This design comes from an exercise in tuning for small area on the open sky130 flow, not from production work. The RTL was checked by simulation tests, not by an equivalence proof against the original design. The flow treats the clock pin as an ideal source, which a real chip does not have. Power is estimated from default activity; no workload was simulated.

## calc_top
module calc_top
#(
    parameter int SCAN_DIV        = 128,
    parameter int DEBOUNCE_CYCLES = 100,
    parameter int REFRESH_DIV     = 8
) (
    input  wire logic       sys_clk,
    input  wire logic       sys_rst_n,
    input  wire logic [3:0] key_row,    
    output logic [3:0]      key_col,    
    output logic [5:0]      seg_sel,
    output calc_pkg::seg_code_t       seg_code
);
clock: 75.0 ns
lec_check: 0
cap_margin: 20
core_margin: 2
core_utilization: 70
place_density: 0.8
slew_margin: 20
standard.sh (not shown) runs the stock make flow with config.mk's settings and CLKGATE_MAP_FILE= SYNTH_SCRIPT=/design/flow/synth_recipe.tcl, a recipe that flattens the netlist after the stock synthesis.
==> flow/flow/run.sh <==
#!/bin/bash
# The standard layout with three changes:
#  - synthesis: synth_recipe.tcl unchanged, except that ABC maps with
#    flow/abc_area.script (registers are untouched by ABC);
#  - a lighter clock tree (small leaf buffers, no dummy loads);
#  - single-drive port buffers.
# Every tool's output goes to the ORFS logs under orfs/logs; the make output
# goes to standard.log.
set -e
export AREA_ABC_SCRIPT="$PWD/flow/abc_area.script"
{ head -n 1 synth_recipe.tcl; cat flow/abc_wrap.tcl; tail -n +2 synth_recipe.tcl; } > area_synth.tcl
sed "s#SYNTH_SCRIPT=[^ ]*#SYNTH_SCRIPT=$PWD/area_synth.tcl#" standard.sh > area_standard.sh
export CTS_ARGS="-sink_clustering_enable -repair_clock_nets -dont_use_dummy_load -buf_list sky130_fd_sc_hd__clkbuf_4 -root_buf sky130_fd_sc_hd__clkbuf_8"
export BUFFER_PORTS_ARGS="-buffer_cell sky130_fd_sc_hd__buf_1"
bash area_standard.sh > standard.log 2>&1
==> flow/flow/abc_area.script <==
&get -n
&st
&dch
&nf -R 1000 -F 8 -A 4
&st
&syn2
&if -g -K 6
&synch2
&nf -R 1000 -F 8 -A 4
&st
&syn2
&if -g -K 6
&synch2
&nf -R 1000 -F 8 -A 4
&st
&syn2
&if -g -K 6
&synch2
&nf -R 1000 -F 8 -A 4
&st
&syn2
&if -g -K 6
&synch2
&nf -R 1000 -F 8 -A 4
&st
&syn2
&if -g -K 6
&synch2
&nf -R 1000 -F 8 -A 4
&put
topo
stime -c
dnsize -c
==> flow/flow/abc_wrap.tcl <==
# Map the combinational logic with an area-oriented ABC script (the clock
# period leaves ample slack): the standard script's cell mapping runs with a
# relaxed delay target, and without its buffering and upsizing passes.
proc abc {args} {
  set i [lsearch -exact $args -script]
  if { $i >= 0 } {
    lset args [expr { $i + 1 }] $::env(AREA_ABC_SCRIPT)
  }
  yosys abc {*}$args
}
The first run completed without violations.
Rerun with:
==> flow/flow/run.sh (replaced) <==
#!/bin/bash
set -e
export CTS_ARGS="-sink_clustering_enable -repair_clock_nets -dont_use_dummy_load -buf_list sky130_fd_sc_hd__clkbuf_4 -root_buf sky130_fd_sc_hd__clkbuf_8"
export BUFFER_PORTS_ARGS="-buffer_cell sky130_fd_sc_hd__buf_1"
bash standard.sh > standard.log 2>&1
removed: flow/flow/abc_area.script
removed: flow/flow/abc_wrap.tcl
Effect: The new run passed the timing, design-rule and antenna checks; synthesized area is higher by 4.9%; setup slack improves by 0.24 ns; cell count fell by about 0.6%; die area rises by about 4.7%; flip-flop and latch count stays the same; design area went up by 2.5%; power goes up by about 6%.

========
Another version of the RTL of calc_top (not shown whole).
Size in the first run: ~580 cells after synthesis, roughly 6300 um^2 of cells after synthesis.
## calc_top
module calc_top
#(
    parameter int SCAN_DIV        = 128,
    parameter int DEBOUNCE_CYCLES = 100,
    parameter int REFRESH_DIV     = 8
) (
    input  wire logic       sys_clk,
    input  wire logic       sys_rst_n,
    input  wire logic [3:0] key_row,    
    output logic [3:0]      key_col,    
    output logic [5:0]      seg_sel,
    output calc_pkg::seg_code_t       seg_code
);
    calc_pkg::row_bits_t  row_stable;
    calc_pkg::col_idx_t   col_idx;
    logic       press;
    logic [1:0] row_sel;
    calc_pkg::disp_data_t show_data;
    logic       err;
    keypad_scan #(
        .SCAN_DIV (SCAN_DIV)
    ) u_keypad_scan (
        .sys_clk    (sys_clk),
        .sys_rst_n  (sys_rst_n),
        .row_stable (row_stable),
        .key_col    (key_col),
        .col_idx    (col_idx)
    );
    for (genvar g = 0; g < calc_pkg::NUM_ROWS; g++) begin : g_row
        row_debounce #(
            .DEBOUNCE_CYCLES (DEBOUNCE_CYCLES)
        ) u_row_debounce (
            .sys_clk    (sys_clk),
            .sys_rst_n  (sys_rst_n),
            .row_raw    (~key_row[g]),
            .row_stable (row_stable[g])
        );
    end
    key_encoder u_key_encoder (
        .sys_clk    (sys_clk),
        .sys_rst_n  (sys_rst_n),
        .row_stable (row_stable),
        .press      (press),
        .row_sel    (row_sel)
    );
    calc_core u_calc_core (
        .sys_clk    (sys_clk),
        .sys_rst_n  (sys_rst_n),
        .press      (press),
        .row_sel    (row_sel),
        .col_idx    (col_idx),
        .show_data  (show_data),
        .err        (err)
    );
    seg_display #(
        .REFRESH_DIV (REFRESH_DIV)
    ) u_seg_display (
        .sys_clk    (sys_clk),
        .sys_rst_n  (sys_rst_n),
        .show_data  (show_data),
        .err        (err),
        .seg_sel    (seg_sel),
        .seg_code   (seg_code)
    );
endmodule
clock: 75.0 ns
lec_check: 0
cap_margin: 20
core_margin: 2
core_utilization: 65
gpl_timing_driven: 0
place_density: 0.75
slew_margin: 20
==> flow/flow/run.sh <==
#!/bin/bash
# The standard layout with three changes:
#  - synthesis: synth_recipe.tcl unchanged, except that ABC maps with
#    flow/abc_area.script (registers are untouched by ABC);
#  - a lighter clock tree (small leaf buffers, no dummy loads), with the
#    leaf buffers whose sinks see a slow edge upsized (flow/fix_clock.tcl);
#  - single-drive port buffers.
# Every tool's output goes to the ORFS logs under orfs/logs; the make output
# goes to standard.log.
set -e
export AREA_ABC_SCRIPT="$PWD/flow/abc_area.script"
{ head -n 1 synth_recipe.tcl; cat flow/abc_wrap.tcl; tail -n +2 synth_recipe.tcl; } > area_synth.tcl
sed "s#SYNTH_SCRIPT=[^ ]*#SYNTH_SCRIPT=$PWD/area_synth.tcl#" standard.sh > area_standard.sh
export CTS_ARGS="-sink_clustering_enable -repair_clock_nets -dont_use_dummy_load -buf_list sky130_fd_sc_hd__clkbuf_4 -root_buf sky130_fd_sc_hd__clkbuf_8"
export POST_CTS_TCL="$PWD/flow/fix_clock.tcl"
export BUFFER_PORTS_ARGS="-buffer_cell sky130_fd_sc_hd__buf_1"
bash area_standard.sh > standard.log 2>&1
==> flow/flow/fix_clock.tcl <==
estimate_parasitics -placement
set fixed 0
foreach inst [get_cells *] {
  set master [get_property $inst ref_name]
  if { ![string match "sky130_fd_sc_hd__clkbuf_*" $master] } { continue }
  if { ![string match "clkbuf_*" [get_property $inst full_name]] } { continue }
  set opin [get_pins -of_objects $inst -filter "direction==output"]
  set worst 0.0
  foreach pin [get_pins -of_objects [get_nets -of_objects $opin] -filter "direction==input"] {
    if { [get_property $pin name] != "CLK" } { continue }
    set slew [get_property $pin slew_max]
    if { $slew > $worst } { set worst $slew }
  }
  if { $worst > 0.118 } {
    set bigger ""
    if { $master == "sky130_fd_sc_hd__clkbuf_2" } { set bigger sky130_fd_sc_hd__clkbuf_4 }
    if { $master == "sky130_fd_sc_hd__clkbuf_4" } { set bigger sky130_fd_sc_hd__clkbuf_8 }
    if { $master == "sky130_fd_sc_hd__clkbuf_8" } { set bigger sky130_fd_sc_hd__clkbuf_16 }
    if { $bigger != "" } {
      puts "fix_clock: [get_property $inst full_name] $master -> $bigger (worst sink slew $worst)"
      replace_cell $inst $bigger
      incr fixed
    }
  }
}
if { $fixed > 0 } {
  detailed_placement
  check_placement -verbose
  estimate_parasitics -placement
}
puts "fix_clock: $fixed clock buffers upsized"
Other scripts of this flow, unchanged in this note and not shown: flow/flow/abc_area.script, flow/flow/abc_wrap.tcl
The first run completed without violations.
Rerun with:
GPL_TIMING_DRIVEN = default   (was 0)
Effect:
- The new run ran to the end with no violations
- synthesized cell count is unchanged
- sequential share of layout area came out higher by 0.12 points
- register-to-register slack gains 700 ps
- wire length came out higher by 1.7%
- worst hold slack gains 44 ps
- worst setup slack gains 9.0 ps
- design area hardly moves
- power hardly moves
- final cell count does not change
- count of clock-buffer cells in the layout does not change
- clock power came out lower by about 2%
Rerun with:
--- a/flow/flow/fix_clock.tcl
+++ b/flow/flow/fix_clock.tcl
@@ -14 +14 @@
-  if { $worst > 0.118 } {
+  if { $worst > 0.100 } {
=> The changed run went through all stages and came out clean; maximum frequency hardly moves; register-to-register slack hardly moves; synthesized cell count is unchanged; via count stays flat; global-route usage goes up by 0.12 points.

-- port drivers added, routing unchanged --
How much do the figures lean on ideal ports? The routed layouts below were timed once more, with nothing changed but the port constraints. Step 1 sets driving cells, clkbuf_16 on the clock port and buf_2 on the other inputs (assumed; they add their load-dependent delay and slew). Step 2 also shifts input and output timing later by t, the mid clock arrival at the registers, as if the neighbouring blocks saw the same clock. Three values: ideal, step 1, step 2; two values: the first two.
run	t, ns	setup WS [ns]	worst setup path after step 2	slew at the worst register clock pin (ns)	pins driven straight from the clock port
the first run of note 1	0.451	57.014 / 56.979 / 57.430	register to output	0.12 / 0.12	1
the second run of note 1	0.455	57.250 / 57.212 / 57.667	register to output	0.12 / 0.12	1
the first run of note 2	0.450	57.461 / 57.425 / 57.875	register to output	0.11 / 0.11	1
the second run of note 2	0.438	57.470 / 57.434 / 57.872	register to output	0.11 / 0.11	1
the third run of note 2	0.442	57.482 / 57.447 / 57.888	register to output	0.09 / 0.09	1
After both steps setup and hold are still met in every run listed.
